Source: an optimization exercise on an open RTL-to-GDS flow (aim: small area, a short achievable clock period and few clock cycles). Production flows keep margins and buffers that such runs may drop.
Function was checked by simulation only, so behaviour that the tests miss may differ from the original.
Power is estimated from default activity; no workload was simulated.

Setup of exp/violet:
==> flow/design.v (excerpt) <==
module hsv_histogram_bhattacharyya
(
    input  wire logic                 clk,
    input  wire logic                 rst_n,
    input  wire logic                 pix_valid,
    output      logic                 pix_ready,
    input  wire logic                 pix_kind,
    input  wire logic [8:0]           pix_hue,
    input  wire logic [7:0]           pix_saturation,
    input  wire logic [7:0]           pix_brightness,
    input  wire logic [6:0]           pix_ref_index,
    input  wire logic [15:0]          pix_ref_fraction,
    input  wire logic                 pix_last_pixel,
    output      logic                 res_valid,
    input  wire logic                 res_ready,
    output      logic [16:0]          res_distance,
    output      logic                 res_empty_region,
    input  wire logic                 cfg_we,
    input  wire logic [CFG_IDX_W-1:0] cfg_index,
    input  wire logic [7:0]           cfg_wdata
);
Size in the first run: about 11,000 cells after synthesis, roughly 4,100 flip-flops, about 85 I/O pins.
Settings: LEC_CHECK=0, CAP_MARGIN=20, CELL_PAD_IN_SITES_DETAIL_PLACEMENT=2, CELL_PAD_IN_SITES_GLOBAL_PLACEMENT=2, CORE_MARGIN=2, CORE_UTILIZATION=40, PLACE_DENSITY=0.55, SLEW_MARGIN=20; clock period 12.0 ns.
standard.sh (not shown) runs the stock make flow with config.mk's settings and CLKGATE_MAP_FILE= SYNTH_SCRIPT=/design/flow/synth_recipe.tcl, a recipe that flattens the netlist after the stock synthesis.
==> flow/flow/run.sh <==
#!/bin/bash
set -euo pipefail
export SETUP_SLACK_MARGIN=${SETUP_SLACK_MARGIN:-7.5}
export TNS_END_PERCENT=${TNS_END_PERCENT:-20}
bash standard.sh > flow_make.log 2>&1
exp/violet went all the way through the flow, and no timing, DRC or antenna check failed.
Testbench counts of exp/violet, summed over its fixed seeds: cycles 33,964.
What exp/raven does differently from exp/violet at the input level:
Settings: swapping 40 for 50 in CORE_UTILIZATION; swapping 0.55 for 0.62 in PLACE_DENSITY; putting CTS_BUF_LIST at sky130_fd_sc_hd__clkbuf_8 sky130_fd_sc_hd__clkbuf_4 where nothing was set.
==> comparison <==
exp/raven ends up with a number of core rows that is about 10% lower than in exp/violet.
Reported for exp/violet and exp/raven, area fraction in compound gates after synthesis turned out identical to the last digit.
Run status, exp/raven: aborted in detailed placement (3_5_place_dp), error DPL-0033
exp/raven against exp/violet: placer's final routability congestion estimate shows an increase of about 4.6%, async set-or-reset flop fraction in the synthesized netlist stayed essentially flat, area share of and/or/nand/nor cells after synthesis held steady, effective utilization at floorplan went up by 10 points.
## Diff of input files: exp/zinc against exp/raven
Settings: SETUP_SLACK_MARGIN: unset -> 5; CORE_UTILIZATION: 50 -> 40; PLACE_DENSITY: 0.62 -> 0.55; CTS_BUF_LIST: sky130_fd_sc_hd__clkbuf_8 sky130_fd_sc_hd__clkbuf_4 -> unset.
==> flow/run.sh (new file) <==
#!/bin/bash
# synth_recipe.tcl (not shown) runs the flow's synth.tcl, then flattens the netlist and writes it again
# the make line also repeats each setting of config.mk as NAME=value (left out here)
make -C /OpenROAD-flow-scripts/flow DESIGN_CONFIG=/design/flow/config.mk WORK_HOME=/design/flow/orfs CLKGATE_MAP_FILE= SYNTH_SCRIPT=/design/flow/synth_recipe.tcl finish
removed: flow/flow/run.sh
removed: flow/standard.sh
### Flow results
Comparing exp/zinc against exp/raven, there is no change at all in synthesized cell count. Die boundary height in exp/zinc is 68 µm above exp/raven. Re number of distinct library cells after synthesis: no difference whatsoever between exp/zinc and exp/raven. Reported for exp/zinc and exp/raven, share of cell area taken by muxes after synthesis turned out identical to the last digit. Changes observed in exp/zinc relative to exp/raven: die width increased 12%, number of flip-flops and latches in the synthesized netlist essentially unchanged. Compared with exp/raven, exp/zinc shows routability-driven placement congestion ratio lower by about 5%. exp/zinc completed every stage of the flow, and the final layout passed the timing, design-rule and antenna checks. Taking exp/raven as the reference, in exp/zinc floorplan row count higher, synthesized area has remained practically unchanged, half-perimeter wire length after placement fell by 13%, initial standard-cell utilization of the core moved down.


== maple ==
hsv_histogram_bhattacharyya, a different RTL version from the one above (not shown whole).
Size in the first run: ~12000 cells after synthesis, roughly 4200 flip-flops, roughly 85 I/O pins, roughly 0.17 mm2 of cells after synthesis.
Settings: LEC_CHECK=0, CAP_MARGIN=20, CELL_PAD_IN_SITES_DETAIL_PLACEMENT=2, CELL_PAD_IN_SITES_GLOBAL_PLACEMENT=2, CORE_MARGIN=2, CORE_UTILIZATION=40, CTS_CLUSTER_DIAMETER=80, CTS_CLUSTER_SIZE=24, PLACE_DENSITY=0.55, SLEW_MARGIN=20; clock period 12.0 ns.
==> flow/flow/run.sh <==
#!/bin/bash
set -euo pipefail
export SETUP_SLACK_MARGIN=${SETUP_SLACK_MARGIN:-8}
export TNS_END_PERCENT=${TNS_END_PERCENT:-100}
bash standard.sh > flow_make.log 2>&1
Testbench counts of maple, summed over its fixed seeds: cycles 34,028.
--- input diff maple..pepper ---
- CTS_CLUSTER_SIZE no longer set, was 24
- CTS_CLUSTER_DIAMETER no longer set, was 80
[summary]
Timing, DRC, antenna: 0 failures across maple and pepper. Looking at cell internal power dissipation, pepper sits about 15% above maple. pepper: clock network power share is 7.9 points higher than what maple reported. Re number of placed instances, taps included: no difference whatsoever between maple and pepper. Between maple and pepper, the worst setup margin is higher for maple. pepper ends up with higher signed area change from the synthesized netlist to the final layout than maple does. maple has higher final-layout worst hold slack than pepper. From maple to pepper the numbers moved as follows: fill cell instance count of the final layout now smaller, clock skew now smaller, buffer and inverter count on the worst path now smaller.
What quartz does differently from pepper at the input level:
==> flow/flow/run.sh <==
#!/bin/bash
set -euo pipefail
export SETUP_SLACK_MARGIN=${SETUP_SLACK_MARGIN:-8}
export TNS_END_PERCENT=${TNS_END_PERCENT:-20}
bash standard.sh > flow_make.log 2>&1
## What came out
Delta (quartz minus pepper): antenna cell count down 3.5%; routed wire length per instance about even. Cmp quartz vs pepper: post-route clock period utilization higher in quartz. Leakage power of the design: quartz vs pepper — no meaningful difference. Changes observed in quartz relative to pepper: first-pass GRT wire length closely matched the old numbers, count of clock-buffer cells in the layout decreased by about 1.5% relative to the old numbers.

-- re-timing with driven ports --
The results above use ideal ports. As a check the final layouts listed here were re-extracted and re-timed, cells and wires unchanged. Step 1 sets driving cells, clkbuf_16 on the clock port and buf_2 on the other inputs (assumed; they add their load-dependent delay and slew). Step 2 moves the port delays by t, midway between the first and last clock arrival at a register: inputs arrive t later, outputs are due t later. That takes back most of the time a late clock gives input paths. a / b / c = no drivers / after step 1 / after step 2; a / b = the first two.
run | shift t [ns] | setup slack, ns | worst slew at a driven data input, ns
exp/violet | 1.115 | 5.633 / 5.633 / 5.633 | 0.19
exp/zinc | 1.124 | 4.951 / 4.951 / 4.951 | 0.18
maple | 1.131 | 7.748 / 7.748 / 7.028 | 0.14
pepper | 1.137 | 7.722 / 7.722 / 7.063 | 0.14
quartz | 1.142 | 7.652 / 7.652 / 6.823 | 0.15
After both steps setup and hold are still met in every run listed. The setup slack of quartz, which loses most, moves by 0.000 ns with the drivers and by -0.829 ns with both steps.
